This is an optimization exercise on Yosys and OpenROAD, whose aim is small area, not a production implementation. Function was checked by simulation only, so behaviour that the tests miss may differ from the original. No activity file was given, so power comes from the tool's default toggle rates.

--- flow/flow/run.sh ---
#!/bin/bash
# Own layout flow: the standard synthesis, then its combinational logic
# (never the registers) rebuilt: the storage load-or-keep choice and the
# FIFO read mux as fixed cell structures, the rest re-mapped with a
# stronger area-oriented abc script; then the standard ORFS layout with
# smaller port buffers and a leaner clock tree.  Each tool writes its log
# into this folder.
set -euo pipefail
HERE=$(pwd)
FLOWDIR=$HERE/flow
RES=$HERE/orfs/results/$FLOW_PLATFORM/fta_credit_gate_top/base
OBJ=$HERE/orfs/objects/$FLOW_PLATFORM/fta_credit_gate_top/base
LIB=$FLOW_HOME/platforms/$FLOW_PLATFORM/lib/sky130_fd_sc_hd__tt_025C_1v80.lib

# 1. standard synthesis, unchanged
bash standard.sh synth > log_1_synth.txt 2>&1

# 2. storage flops: the load-or-keep choice as one a22o cell per flop
cp $RES/1_2_yosys.v $HERE/std_1_2_yosys.v
python3 $FLOWDIR/netfix.py store $HERE/std_1_2_yosys.v $HERE/store_1_2_yosys.v > $HERE/log_2a_store.txt 2>&1

# 2b. re-map the other combinational logic; registers, their names and
#     cells, and the a22o cells of step 2 stay
DU=$(grep -o -- "-dont_use [A-Za-z0-9_]*" $HERE/orfs/logs/$FLOW_PLATFORM/fta_credit_gate_top/base/1_2_yosys.log | sort -u | tr '\n' ' ')
sed -e "s#@LIB@#$LIB#g" -e "s#@IN@#$HERE/store_1_2_yosys.v#" -e "s#@TOP@#$FLOW_TOP#" \
    -e "s#@ABCSCRIPT@#$FLOWDIR/remap.abc#" -e "s#@DU@#$DU#" -e "s#@CONSTR@#$OBJ/abc.constr#" \
    -e "s#@OUT@#$HERE/remap_1_2_yosys.v#" $FLOWDIR/remap.ys.in > $HERE/remap.ys
yosys -l $HERE/log_2b_remap.txt -q $HERE/remap.ys > /dev/null 2>&1

# 2c. rebuild the FIFO read mux as a fixed AND-OR cell structure
python3 $FLOWDIR/netfix.py mux $HERE/remap_1_2_yosys.v $HERE/mux_1_2_yosys.v > $HERE/log_2c_mux.txt 2>&1
cp $HERE/mux_1_2_yosys.v $RES/1_2_yosys.v
rm -f $RES/1_synth.odb $RES/1_synth.sdc

# 3. layout
export BUFFER_PORTS_ARGS="-buffer_cell sky130_fd_sc_hd__buf_1"
export CTS_ARGS="-sink_clustering_enable -repair_clock_nets -dont_use_dummy_load -buf_list sky130_fd_sc_hd__clkbuf_8 -sink_clustering_size 18 -sink_clustering_max_diameter 60"
bash standard.sh finish > log_3_layout.txt 2>&1
--- flow/flow/netfix.py ---
#!/usr/bin/env python3
"""Structural fixes on the mapped netlist of fta_credit_gate_top.

usage: netfix.py store IN.v OUT.v   (before the abc re-map)
       netfix.py mux   IN.v OUT.v   (after the abc re-map)

store: each FIFO storage flop u_gate.u_store.mem[N] (row N / 313, bit
       N % 313) gets D = a22o(d, wr_sel[row], Q, kp[row]), the load-or-keep
       choice of the RTL as one cell.
mux:   each m_resp payload bit, the FIFO head, is rebuilt as
       nand3(a222oi(rows 0..2), a222oi(rows 3..5), a22oi(rows 6, 7)) with
       one shared 3-to-8 decoder of rd_ptr.
The old drivers are disconnected and every cell left without a reader is
removed.  Registers are never touched.
"""
import re
import sys
from collections import defaultdict

P = 'sky130_fd_sc_hd__'
OUT_PINS = {'X', 'Y', 'Q', 'Q_N', 'HI', 'LO', 'SUM', 'COUT'}
W = 313
FIELDS = [('ctag', 1), ('adr', 32), ('asid', 16), ('tid', 8), ('dat', 256)]


def field(b):
    """Entry bit b -> (field name, bit index) in {dat, tid, asid, adr, ctag}."""
    for name, width in FIELDS:
        if b < width:
            return name, (None if width == 1 else b)
        b -= width
    raise ValueError(b)


def port(prefix, b):
    name, i = field(b)
    return '%s_%s' % (prefix, name) if i is None else '%s_%s[%d]' % (prefix, name, i)


mode, fin, fout = sys.argv[1:4]
src = open(fin).read()
m = re.search(r'^module .*?;\n', src, re.S | re.M)
head_end = m.end()
endm = src.rindex('endmodule')
body = src[head_end:endm]

inst_re = re.compile(r'^  (\S+) (\\\S+ |\S+) \((.*?)\n  \);\n', re.S | re.M)
pin_re = re.compile(r'\.(\w+)\((.*?)\)(?:,)?\s*$', re.M)

decls = []
insts = []
pos = 0
for mm in inst_re.finditer(body):
    decls.append(body[pos:mm.start()])
    pos = mm.end()
    pins = [(p, n.strip()) for p, n in pin_re.findall(mm.group(3))]
    insts.append([mm.group(1), mm.group(2).strip(), pins])
other = ''.join(decls) + body[pos:]
assert 'assign' not in other, 'unexpected assign statements'

ports = set()
for line in src[:head_end + len(other)].splitlines():
    mo = re.match(r'\s*output (?:\[(\d+):(\d+)\] )?(\S+);', line)
    if mo:
        if mo.group(1):
            for i in range(int(mo.group(2)), int(mo.group(1)) + 1):
                ports.add('%s[%d]' % (mo.group(3), i))
        ports.add(mo.group(3))

new_wires = []
new_insts = []
cnt = [0]


def cell(typ, pins):
    cnt[0] += 1
    new_insts.append([P + typ, '\\nf_%s_c%d' % (mode, cnt[0]), pins])


def wire(n):
    w = '\\nf_%s_%s' % (mode, n)
    new_wires.append(w)
    return w


# storage flops: (row, bit) -> instance
store = {}
rd = {}
for inst in insts:
    typ, name, pins = inst
    mk = re.match(r'\\u_gate\.u_store\.mem\[(\d+)\]', name)
    if mk:
        n = int(mk.group(1))
        store[(n // W, n % W)] = inst
    mr = re.match(r'\\u_gate\.rd_ptr\[(\d)\]', name)
    if mr:
        rd[int(mr.group(1))] = dict(pins)['Q']
assert len(store) == 8 * W, len(store)
assert sorted(rd) == [0, 1, 2], rd

if mode == 'store':
    nets = {n for _, _, pins in insts for _, n in pins}
    for r in range(8):
        assert '\\u_gate.wr_sel[%d]' % r in nets, r
        assert '\\u_gate.u_store.kp_i [%d]' % r in nets, r
    for (r, b), inst in sorted(store.items()):
        pd = dict(inst[2])
        dn = wire('d%d_%d' % (r, b))
        cell('a22o_1', [('A1', port('s_resp', b)), ('A2', '\\u_gate.wr_sel[%d]' % r),
                        ('B1', pd['Q']), ('B2', '\\u_gate.u_store.kp_i [%d]' % r),
                        ('X', dn)])
        inst[2] = [(p, dn if p == 'D' else n) for p, n in inst[2]]
elif mode == 'mux':
    targets = {port('m_resp', b) for b in range(W)}
    found = set()
    for inst in insts:
        newpins = []
        for p, n in inst[2]:
            if p in OUT_PINS and n in targets:
                found.add(n)
                n = wire('old_%d' % len(found))
            newpins.append((p, n))
        inst[2] = newpins
    assert found == targets, targets - found
    rn = {}
    for i in range(3):
        rn[i] = wire('rdn%d' % i)
        cell('inv_1', [('A', rd[i]), ('Y', rn[i])])
    sel = []
    for k in range(8):
        s = wire('sel%d' % k)
        a = [rd[i] if (k >> i) & 1 else rn[i] for i in range(3)]
        cell('and3_1', [('A', a[0]), ('B', a[1]), ('C', a[2]), ('X', s)])
        sel.append(s)
    for b in range(W):
        q = [dict(store[(k, b)][2])['Q'] for k in range(8)]
        n1, n2, n3 = (wire('b%d_%d' % (b, t)) for t in range(3))
        cell('a222oi_1', [('A1', q[0]), ('A2', sel[0]), ('B1', q[1]), ('B2', sel[1]),
                          ('C1', q[2]), ('C2', sel[2]), ('Y', n1)])
        cell('a222oi_1', [('A1', q[3]), ('A2', sel[3]), ('B1', q[4]), ('B2', sel[4]),
                          ('C1', q[5]), ('C2', sel[5]), ('Y', n2)])
        cell('a22oi_1', [('A1', q[6]), ('A2', sel[6]), ('B1', q[7]), ('B2', sel[7]),
                         ('Y', n3)])
        cell('nand3_1', [('A', n1), ('B', n2), ('C', n3), ('Y', port('m_resp', b))])
else:
    raise SystemExit('unknown mode ' + mode)

allinst = insts + new_insts
removed = 0
while True:
    readers = defaultdict(int)
    for typ, name, pins in allinst:
        for p, n in pins:
            if p not in OUT_PINS:
                readers[n] += 1
    keep = []
    for inst in allinst:
        outs = [n for p, n in inst[2] if p in OUT_PINS]
        seq = bool(re.search(r'df|conb', inst[0]))
        if not seq and outs and all(readers[n] == 0 and n not in ports for n in outs):
            removed += 1
            continue
        keep.append(inst)
    if len(keep) == len(allinst):
        break
    allinst = keep


def escn(n):
    # escaped identifiers end with a space; a bus bit "\name [i]" already has one
    if n.startswith('\\'):
        return n + ' ' if ' ' not in n else n
    return n


with open(fout, 'w') as f:
    f.write(src[:head_end])
    f.write(other.rstrip('\n') + '\n')
    for w in new_wires:
        f.write('  wire %s ;\n' % w)
    for typ, name, pins in allinst:
        f.write('  %s %s (\n' % (typ, escn(name)))
        f.write(',\n'.join('    .%s(%s)' % (p, escn(n)) for p, n in pins))
        f.write('\n  );\n')
    f.write('endmodule\n')
print('netfix %s: %d cells added, %d dead cells removed' % (mode, len(new_insts), removed))
--- flow/flow/remap.abc ---
strash
&get -n
&dch -f
&nf -R 1000
&put
--- flow/flow/remap.ys.in ---
read_liberty -ignore_miss_func @LIB@
read_verilog @IN@
hierarchy -top @TOP@
blackbox =sky130_fd_sc_hd__*df* =sky130_fd_sc_hd__conb_1 =sky130_fd_sc_hd__a22o_1
flatten
opt_clean -purge
abc -script @ABCSCRIPT@ -liberty @LIB@ @DU@ -constr @CONSTR@ -D 6000
opt_clean -purge
hilomap -singleton -hicell sky130_fd_sc_hd__conb_1 HI -locell sky130_fd_sc_hd__conb_1 LO
insbuf -buf sky130_fd_sc_hd__buf_1 A X
splitnets
opt_clean -purge
stat -liberty @LIB@
write_verilog -noattr -noexpr -nohex -nodec @OUT@
--- flow/standard.sh ---
#!/bin/bash
# synth_recipe.tcl (not shown) runs the flow's synth.tcl, then flattens the netlist and writes it again
# the make line also repeats each setting of config.mk as NAME=value (left out here)
make -C /OpenROAD-flow-scripts/flow DESIGN_CONFIG=/design/flow/config.mk WORK_HOME=/design/flow/orfs CLKGATE_MAP_FILE= SYNTH_SCRIPT=/design/flow/synth_recipe.tcl "${@:-finish}"
--- flow/config.mk ---
export PLATFORM = sky130hd
export DESIGN_NAME = fta_credit_gate_top
export DESIGN_NICKNAME = fta_credit_gate_top
export VERILOG_FILES = /design/flow/design.v
export SDC_FILE = /design/flow/constraint.sdc
export NUM_CORES = 4
export LEC_CHECK = 0
export ABC_AREA = 1
export CAP_MARGIN = 20
export CORE_MARGIN = 2
export CORE_UTILIZATION = 55
export SLEW_MARGIN = 20
export SYNTH_HIERARCHICAL = 1
export SYNTH_MINIMUM_KEEP_SIZE = 0
--- flow/constraint.sdc ---
create_clock -name core_clock -period 6.0 [get_ports {clk_i}]
set_input_delay 1.2000 -clock core_clock [delete_from_list [all_inputs] [get_ports {clk_i}]]
set_output_delay 1.2000 -clock core_clock [all_outputs]
set_load 0.01 [all_outputs]
--- flow/design.v ---
package fta_bus_pkg;
  typedef enum logic [2:0] {
    CLASSIC = 3'b000,
    FIXED   = 3'b001,
    INCR    = 3'b010,
    ERC     = 3'b111
  } fta_cycle_type_t;
  typedef enum logic [1:0] {
    OKAY    = 2'b00,
    DECERR  = 2'b01,
    PROTERR = 2'b10,
    ERR     = 2'b11
  } fta_tranerr_t;
  typedef struct packed {
    logic            cyc;
    logic            stb;
    logic            we;
    fta_cycle_type_t cti;
    logic [2:0]      pri;
    logic [7:0]      tid;
    logic [15:0]     asid;
    logic [31:0]     adr;
    logic [31:0]     sel;
    logic [255:0]    dat;
    logic            ctag;
  } fta_cmd_request256_t;
  typedef struct packed {
    logic         ack;
    logic         next;
    logic         stall;
    logic         rty;
    fta_tranerr_t err;
    logic [2:0]   pri;
    logic [7:0]   tid;
    logic [15:0]  asid;
    logic [31:0]  adr;
    logic [255:0] dat;
    logic         ctag;
  } fta_cmd_response256_t;
endpackage
import fta_bus_pkg::*;
module fta_credit_gate256 #(
  parameter int DEPTH = 8
) (
  input  logic                              clk_i,
  input  logic                              rst_i,
  input  fta_bus_pkg::fta_cmd_request256_t  m_req,
  output logic                              m_stall_o,
  output fta_bus_pkg::fta_cmd_request256_t  s_req,
  input  fta_bus_pkg::fta_cmd_response256_t s_resp,
  output fta_bus_pkg::fta_cmd_response256_t m_resp,
  input  logic                              m_pop_i,
  output logic                              ovf_o
);
  localparam int CW = $clog2(DEPTH) + 1;
  localparam int PW = $clog2(DEPTH);
  localparam logic [CW-1:0] FULL = CW'(DEPTH);
  typedef struct packed {
    logic [255:0] dat;
    logic [7:0]   tid;
    logic [15:0]  asid;
    logic [31:0]  adr;
    logic         ctag;
  } entry_t;
  logic [DEPTH-1:0][312:0] mem;   
  logic [CW-1:0] res;
  logic [CW-1:0] cnt;
  logic [PW-1:0] wr_ptr;
  logic [PW-1:0] rd_ptr;
  logic [DEPTH-1:0] wr_sel;
  logic [DEPTH-1:0] rd_sel;
  logic [312:0]  head_w;
  logic req_present;
  logic credit_req;
  logic accept;
  logic take_credit;
  logic pop;
  logic capture;
  logic unused_resp_bits;
  entry_t head;
  always_comb begin
    req_present = m_req.cyc & m_req.stb;
    credit_req  = ~m_req.we | (m_req.cti == ERC);
    m_stall_o   = req_present & credit_req & (res == FULL);
    accept      = req_present & ~m_stall_o;
    take_credit = accept & credit_req;
    pop         = m_pop_i & (cnt != '0);
    capture     = s_resp.ack & (cnt != res);
  end
  assign unused_resp_bits = ^{s_resp.next, s_resp.stall, s_resp.rty,
                              s_resp.err, s_resp.pri};
  always_ff @(posedge clk_i or posedge rst_i) begin
    if (rst_i) begin
      res    <= '0;
      cnt    <= '0;
      wr_ptr <= '0;
      rd_ptr <= '0;
      ovf_o  <= 1'b0;
    end else begin
      if (take_credit && !pop) begin
        res <= res + CW'(1);
      end else if (!take_credit && pop) begin
        res <= res - CW'(1);
      end
      if (capture && !pop) begin
        cnt <= cnt + CW'(1);
      end else if (!capture && pop) begin
        cnt <= cnt - CW'(1);
      end
      if (capture) begin
        wr_ptr <= wr_ptr + PW'(1);
      end
      if (pop) begin
        rd_ptr <= rd_ptr + PW'(1);
      end
      if (s_resp.ack && !capture) begin
        ovf_o <= 1'b1;
      end
    end
  end
  always_comb begin
    for (int i = 0; i < DEPTH; i++) begin
      wr_sel[i] = capture & (wr_ptr == PW'(i));
      rd_sel[i] = (rd_ptr == PW'(i));
    end
  end
  fta_resp_store #(.DEPTH(DEPTH)) u_store (
    .clk_i (clk_i),
    .ld_i  (wr_sel),
    .kp_i  (~wr_sel),
    .d_i   ({s_resp.dat, s_resp.tid, s_resp.asid, s_resp.adr, s_resp.ctag}),
    .q_o   (mem)
  );
  logic         s_req_v;
  logic [351:0] s_req_pl;
  always_ff @(posedge clk_i or posedge rst_i) begin
    if (rst_i) begin
      s_req_v <= 1'b0;
    end else begin
      s_req_v <= accept;
    end
  end
  always_ff @(posedge clk_i) begin
    s_req_pl <= {m_req.we, m_req.cti, m_req.pri, m_req.tid, m_req.asid,
                 m_req.adr, m_req.sel, m_req.dat, m_req.ctag};
  end
  assign s_req = {s_req_v, s_req_v, s_req_pl};
  always_comb begin
    head_w = '0;
    for (int i = 0; i < DEPTH; i++) begin
      head_w = head_w | (mem[i] & {313{rd_sel[i]}});
    end
  end
  assign head = head_w;
  always_comb begin
    m_resp      = '0;
    m_resp.ack  = (cnt != '0);
    m_resp.err  = OKAY;
    m_resp.pri  = 3'd7;
    m_resp.dat  = head.dat;
    m_resp.tid  = head.tid;
    m_resp.asid = head.asid;
    m_resp.adr  = head.adr;
    m_resp.ctag = head.ctag;
  end
endmodule
module fta_resp_store #(
  parameter int DEPTH = 8
) (
  input  logic                    clk_i,
  input  logic [DEPTH-1:0]        ld_i,
  input  logic [DEPTH-1:0]        kp_i,
  input  logic [312:0]            d_i,
  output logic [DEPTH-1:0][312:0] q_o
);
  logic [DEPTH-1:0][312:0] mem;
  always_ff @(posedge clk_i) begin
    for (int i = 0; i < DEPTH; i++) begin
      mem[i] <= (d_i & {313{ld_i[i]}}) | (mem[i] & {313{kp_i[i]}});
    end
  end
  assign q_o = mem;
endmodule
module fta_credit_gate_top (
  input  logic         clk_i,
  input  logic         rst_i,
  input  logic         m_req_cyc,
  input  logic         m_req_stb,
  input  logic         m_req_we,
  input  logic [2:0]   m_req_cti,
  input  logic [2:0]   m_req_pri,
  input  logic [7:0]   m_req_tid,
  input  logic [15:0]  m_req_asid,
  input  logic [31:0]  m_req_adr,
  input  logic [31:0]  m_req_sel,
  input  logic [255:0] m_req_dat,
  input  logic         m_req_ctag,
  output logic         m_stall_o,
  output logic         s_req_cyc,
  output logic         s_req_stb,
  output logic         s_req_we,
  output logic [2:0]   s_req_cti,
  output logic [2:0]   s_req_pri,
  output logic [7:0]   s_req_tid,
  output logic [15:0]  s_req_asid,
  output logic [31:0]  s_req_adr,
  output logic [31:0]  s_req_sel,
  output logic [255:0] s_req_dat,
  output logic         s_req_ctag,
  input  logic         s_resp_ack,
  input  logic         s_resp_next,
  input  logic         s_resp_stall,
  input  logic         s_resp_rty,
  input  logic [1:0]   s_resp_err,
  input  logic [2:0]   s_resp_pri,
  input  logic [7:0]   s_resp_tid,
  input  logic [15:0]  s_resp_asid,
  input  logic [31:0]  s_resp_adr,
  input  logic [255:0] s_resp_dat,
  input  logic         s_resp_ctag,
  output logic         m_resp_ack,
  output logic         m_resp_next,
  output logic         m_resp_stall,
  output logic         m_resp_rty,
  output logic [1:0]   m_resp_err,
  output logic [2:0]   m_resp_pri,
  output logic [7:0]   m_resp_tid,
  output logic [15:0]  m_resp_asid,
  output logic [31:0]  m_resp_adr,
  output logic [255:0] m_resp_dat,
  output logic         m_resp_ctag,
  input  logic         m_pop_i,
  output logic         ovf_o
);
  fta_bus_pkg::fta_cmd_request256_t  m_req;
  fta_bus_pkg::fta_cmd_request256_t  s_req;
  fta_bus_pkg::fta_cmd_response256_t s_resp;
  fta_bus_pkg::fta_cmd_response256_t m_resp;
  assign m_req = {m_req_cyc, m_req_stb, m_req_we, m_req_cti, m_req_pri,
                  m_req_tid, m_req_asid, m_req_adr, m_req_sel, m_req_dat,
                  m_req_ctag};
  assign s_req_cyc  = s_req.cyc;
  assign s_req_stb  = s_req.stb;
  assign s_req_we   = s_req.we;
  assign s_req_cti  = s_req.cti;
  assign s_req_pri  = s_req.pri;
  assign s_req_tid  = s_req.tid;
  assign s_req_asid = s_req.asid;
  assign s_req_adr  = s_req.adr;
  assign s_req_sel  = s_req.sel;
  assign s_req_dat  = s_req.dat;
  assign s_req_ctag = s_req.ctag;
  assign s_resp = {s_resp_ack, s_resp_next, s_resp_stall, s_resp_rty,
                   s_resp_err, s_resp_pri, s_resp_tid, s_resp_asid,
                   s_resp_adr, s_resp_dat, s_resp_ctag};
  assign m_resp_ack   = m_resp.ack;
  assign m_resp_next  = m_resp.next;
  assign m_resp_stall = m_resp.stall;
  assign m_resp_rty   = m_resp.rty;
  assign m_resp_err   = m_resp.err;
  assign m_resp_pri   = m_resp.pri;
  assign m_resp_tid   = m_resp.tid;
  assign m_resp_asid  = m_resp.asid;
  assign m_resp_adr   = m_resp.adr;
  assign m_resp_dat   = m_resp.dat;
  assign m_resp_ctag  = m_resp.ctag;
  fta_credit_gate256 #(.DEPTH(8)) u_gate (
    .clk_i     (clk_i),
    .rst_i     (rst_i),
    .m_req     (m_req),
    .m_stall_o (m_stall_o),
    .s_req     (s_req),
    .s_resp    (s_resp),
    .m_resp    (m_resp),
    .m_pop_i   (m_pop_i),
    .ovf_o     (ovf_o)
  );
endmodule
==> results.cfg, run 1 <==
[global_routing]
first_global_vias = 73688
antenna_found_initial = 108
overflow = 0
grt_max_degree = 133
grt_usage = 0.377
grt_pass1_wl_um = 485000

[yosys]
synth_cells = 6735
synth_area_um2 = 90200
yosys_warnings = 8
syn_avg_cell_area_um2 = 13.4

[floorplanning]
io_pins = 1357
rows = 148
chipWidth_um = 409
core_um2 = 163000
die_h_um = 409
dieArea_um2 = 167000
start_util = 0.554

[clocking]
cts_setup_buffers = 0
postCtsResizedCells = 0
cts_made_buffers = 185
clkTransAtPathRegs_ps = 110
cts_hold_buffers = 0
clock-sinks = 2872
cts_tree = yes
ctsRootBufferMaster = clkbuf_8
cts_max_path_buffers = 3
clk_latency_ps = 990
cts_max_level = 4

[finish]
final_layout_size_suffix_gt1_frac = 0.0425
multi_input_area_um2 = 32700
final-seq-area_um2 = 57600
final_common_cell = dfxtp_1
final_cell_mix = 2856 x dfxtp_1, 2504 x a22o_1, 1340 x buf_1
utilization = 0.631
syn_to_final_growth_pct = 13.9
fillerInstances = 13027
final_area_um2 = 103000
nNetsFinal = 9089

[detailed_routing]
ant_nets = 0
drtIter0Drc = 11898
dr.pass1.iters = 10
vias_per_cell = 7.17
totalWireLength_um = 336000
drc = 0
vias = 76324
wl_per_cell_um = 31.6

[timing]
fin_crit_ps = 5010
relSlewSlack = 0.234
slew_viol_final = 0
hold_viol_final = 0
rsz0062_at_grt = no
finalCritPeriodShare = 0.835
clock.fmax_ghz = 0.199
tightest_slew_ps = 1150
fin_skew_ps = 49.4
finalSetupViolCount = 0
setup_tns_ps = 0

[setup_path]
required_ps = 4800
critPathKind = reg -> out
reg2reg_slack_ps = 2040
crit_arrival_ps = 3810
path_cells = and3_4, buf_4, buf_4, a22oi_1, nand3_1, buf_1
cp_slowest_cell = and3_4
slowest_delay_ps = 910
cp-end-kind = primary output
rr_worst_depth = 8
critPathLaunchType = register
crit_fanout = 45
cpMostUsedCell = buf_4
r2r-start = u_gate.res[0]$_DFFE_PP0P_
rr_endpoint = u_gate.u_store.mem[560]$_DFF_P_

[place]
dp_hpwl_um = 186000
place_area_um2 = 100000
gp_congestion = 0.799
portBuffers = 1340

[flow_run]
max_cap_viol_count = 0

[status]
status = complete, no violations

[power_and_ir_drop]
p_per_area_nw_per_um2 = 634
leakage_uw = 0.0428
ir_drop_v = 0.000417

[min_path]
hold_path.class = in -> async
## critical path, delay by kind of cell, from the launching register on
family / cells / cell delay (ps)
AOI/OAI and AO/OA: 1 / 100
buffers and inverters: 3 / 1020
DFF: 1 / 540
and+or+nand+nor: 2 / 1080
## how the worst max path moves through the flow
stage / start / endpoint / slack [ps] / depth (start not counted)
4_1_cts: u_gate.rd_ptr[2]$_DFFE_PP0P_ / m_resp_dat[75] / 1050 / 6
5_1_grt: u_gate.rd_ptr[0]$_DFFE_PP0P_ / m_resp_dat[73] / 980 / 6
3_3_place_gp: s_resp_ack / u_gate.u_store.mem[361]$_DFF_P_ / 1760 / 7
2_1_floorplan: s_resp_ack / u_gate.u_store.mem[1878]$_DFF_P_ / -10280 / 4
6_report: u_gate.rd_ptr[0]$_DFFE_PP0P_ / m_resp_dat[229] / 990 / 6
3_5_place_dp: s_resp_ack / u_gate.u_store.mem[560]$_DFF_P_ / 1690 / 7
## area by class of cell
class / count / area share
antenna: 69 / 0.00168
clock buffer: 185 / 0.0248
inverter: 13 / 0.00106
multi-input combinational: 3848 / 0.318
sequential: 2872 / 0.560
tap: 2175 / 0.0265
timing repair buffer: 1490 / 0.0675
## metrics by stage
stage          hold slack [ps]  power [uW]  setup WS (ps)  instances
2_1_floorplan              438       46300         -10280       6741
3_3_place_gp               450       55300           1760      10397
3_5_place_dp               451       56000           1690      10397
4_1_cts                   99.4       64500           1050      10582
5_1_grt                    161       67700            981      10638
6_report                   166       65100            987      10652
## per-layer routing
layer  vias up  global-route usage  share of wire
met4        36               0.170          0.039
met2      4848               0.594           0.46
met3       643              0.0780           0.11
met1     38530               0.499           0.39
li1      32267                   -              -
met5         -                   0        0.00068
## sequential cells by signal, summed over array words and instances (netlist names)
register / cells
u_gate.wr_ptr: 3
u_gate.ovf_o: 1
u_gate.res: 4
u_gate.u_store.mem: 2504
u_gate.s_req_v: 1
u_gate.s_req_pl: 352
u_gate.cnt: 4
u_gate.rd_ptr: 3
## where the power goes
part           switching [uW]  internal (uW)  total (uW)
Clock                    5830           2770        8600
Combinational           15000          10100       25100
Sequential               4260          27200       31500
==> run 2: changes to the inputs <==
--- a/flow/flow/run.sh
+++ b/flow/flow/run.sh
@@ -34,5 +34,5 @@
 
 # 3. layout
 export BUFFER_PORTS_ARGS="-buffer_cell sky130_fd_sc_hd__buf_1"
-export CTS_ARGS="-sink_clustering_enable -repair_clock_nets -dont_use_dummy_load -buf_list sky130_fd_sc_hd__clkbuf_8 -sink_clustering_size 18 -sink_clustering_max_diameter 60"
+export CTS_ARGS="-sink_clustering_enable -repair_clock_nets -dont_use_dummy_load -buf_list sky130_fd_sc_hd__clkbuf_8 -sink_clustering_size 16 -sink_clustering_max_diameter 50"
 bash standard.sh finish > log_3_layout.txt 2>&1
==> run 2 against run 1 <==
Global-route usage up 0.063 points. Worst hold slack worse by 30 ps. Cell count up 0.28%. Via count about the same. Clock skew up 8.8 ps. Sequential share of layout area down 0.22 points. Synthesized area unchanged. Synthesized cell count unchanged. Critical path type unchanged.
==> results.cfg, run 2 <==
[clocking]
clkTransAtPathRegs_ps = 100
cts_max_path_buffers = 3
cts_setup_buffers = 0
cts_tree = yes
cts_made_buffers = 215
cts_hold_buffers = 0
postCtsResizedCells = 0
clk_latency_ps = 1020
clock-sinks = 2872
cts_max_level = 4
ctsRootBufferMaster = clkbuf_8

[floorplanning]
core_um2 = 163000
start_util = 0.554
io_pins = 1357
dieArea_um2 = 167000
chipWidth_um = 409
die_h_um = 409
rows = 148

[setup_path]
critPathLaunchType = register
reg2reg_slack_ps = 2010
r2r-start = u_gate.res[0]$_DFFE_PP0P_
crit_cells = 6
required_ps = 4800
crit_buf_inv = 3
path_cells = inv_1, and3_4, buf_12, a222oi_1, nand3_1, buf_1
crit_arrival_ps = 3780
slowest_delay_ps = 780
rr_worst_depth = 8
rr_endpoint = u_gate.u_store.mem[362]$_DFF_P_
critPathKind = reg -> out
crit_fanout = 76
cp-end-kind = primary output
path_delay_family = simple AND/OR/NAND/NOR gates
cp_slowest_cell = and3_4

[timing]
fin_crit_ps = 4980
relSlewSlack = 0.223
hold_viol_final = 0
fin_skew_ps = 58.2
slew_viol_final = 0
tightest_slew_ps = 1170
finalSetupViolCount = 0
timing.hold.ws_ps = 136
finalCritPeriodShare = 0.831
clock.fmax_ghz = 0.201
rsz0062_at_grt = no
setup_tns_ps = 0

[finish]
final_cell_mix = 2856 x dfxtp_1, 2504 x a22o_1, 1340 x buf_1
top_register = u_gate.u_store.mem
nNetsFinal = 9119
final_common_cell = dfxtp_1
largest_reg_flops = 2504
top_regs = u_gate.u_store.mem (2504), u_gate.s_req_pl (352)
fillerInstances = 12973
final-seq-area_um2 = 57600
final_layout_size_suffix_gt1_frac = 0.0459
multi_input_area_um2 = 32700
fin_cells = 10682
syn_to_final_growth_pct = 14.3

[power_and_ir_drop]
leakage_uw = 0.0431
clkPwrFrac = 0.139
p_sw_uw = 25200
p_per_area_nw_per_um2 = 636
comb_power_share = 0.382
swShare = 0.384
ir_drop_v = 0.000398
p_seq_frac = 0.479
p_int_uw = 40500

[global_routing]
antenna_found_initial = 105
grt_usage = 0.378
overflow = 0
grt_pass1_wl_um = 486000
grt_max_degree = 133
first_global_vias = 74083

[detailed_routing]
ant_nets = 0
drc = 0
dr.pass1.iters = 10
vias_per_cell = 7.15
totalWireLength_um = 336000
wl_per_cell_um = 31.5
vias = 76389
drtIter0Drc = 11631

[place]
dp_hpwl_um = 186000
gp_congestion = 0.799
place_inst = 10397
portBuffers = 1340

[yosys]
syn_avg_cell_area_um2 = 13.4
synth_area_um2 = 90200
yosys_warnings = 8
synth_cells = 6735

[flow_run]
max_cap_viol_count = 0

[min_path]
hold_path.class = in -> async

[status]
status = complete, no violations
## run 2: changes by cell type in the layout (fill, tap and decap cells not counted)
| cell | previous run | this run |
|---|---|---|
| clkbuf_8 | 185 | 215 |
## run 2: power groups by stage
stage | clock network, uW | registers [uW] | logic, uW
CTS | 9200 | 31300 | 24500
global route | 9880 | 32300 | 26100
detailed placement | 0 | 31600 | 24400
global placement | 0 | 31300 | 23900
finish | 9130 | 31500 | 25100
floorplan | 0 | 30600 | 15600
## run 2: worst max-delay path by stage
stage,from,end,slack [ps]
3_5_place_dp,s_resp_ack,u_gate.u_store.mem[560]$_DFF_P_,1690
5_1_grt,u_gate.rd_ptr[2]$_DFFE_PP0P_,m_resp_dat[241],970
6_report,u_gate.rd_ptr[2]$_DFFE_PP0P_,m_resp_dat[0],1020
2_1_floorplan,s_resp_ack,u_gate.u_store.mem[1878]$_DFF_P_,-10280
4_1_cts,u_gate.rd_ptr[2]$_DFFE_PP0P_,m_resp_dat[0],1030
3_3_place_gp,s_resp_ack,u_gate.u_store.mem[361]$_DFF_P_,1760
## run 2: layout make-up
class,instances,share of cell area
sequential,2872,0.558
multi-input combinational,3848,0.317
antenna,69,0.00167
timing repair buffer,1490,0.0673
clock buffer,215,0.0287
inverter,13,0.00105
tap,2175,0.0264
## run 2: metal layers
layer  track usage  part of all wire  vias to the layer above
li1              -                 -                    32322
met1         0.499              0.39                    38408
met2         0.596              0.46                     4952
met3        0.0774              0.11                      669
met4         0.172             0.039                       38
met5             0           0.00076                        -
## run 2: metrics by stage
stage               instance area, um2  total power (uW)  setup WS [ps]  utilization
floorplan                        90300             46300         -10280            -
global placement                100000             55300           1760        0.614
detailed placement              100000             56000           1690        0.614
CTS                             103000             65000           1030        0.633
global route                    103000             68300            974        0.634
finish                          103000             65700           1020        0.634

what the ideal ports hide:
The flow's constraints put no driver on any port. The routed layouts listed below were extracted and timed again, unchanged, in two steps. Step 1 sets driving cells, clkbuf_16 on the clock port and buf_2 on the other inputs (assumed; they add their load-dependent delay and slew). Step 2 times the ports against the registers' clock, not the clock port: input delays grow and output delays shrink by t, the midpoint of the rising clock arrivals with the driver on. Three values: ideal ports, drivers, drivers and shift; two values: the first two.
run | t (ns) | setup WS [ns] | worst hold slack (ns) | worst setup path after step 2
run 1 | 1.067 | 0.987 / 0.895 / 1.626 | 0.166 / 0.101 / 0.476 | input to register
run 2 | 1.092 | 1.017 / 0.920 / 1.600 | 0.136 / 0.068 / 0.474 | input to register
After both steps every run listed still meets setup and hold.
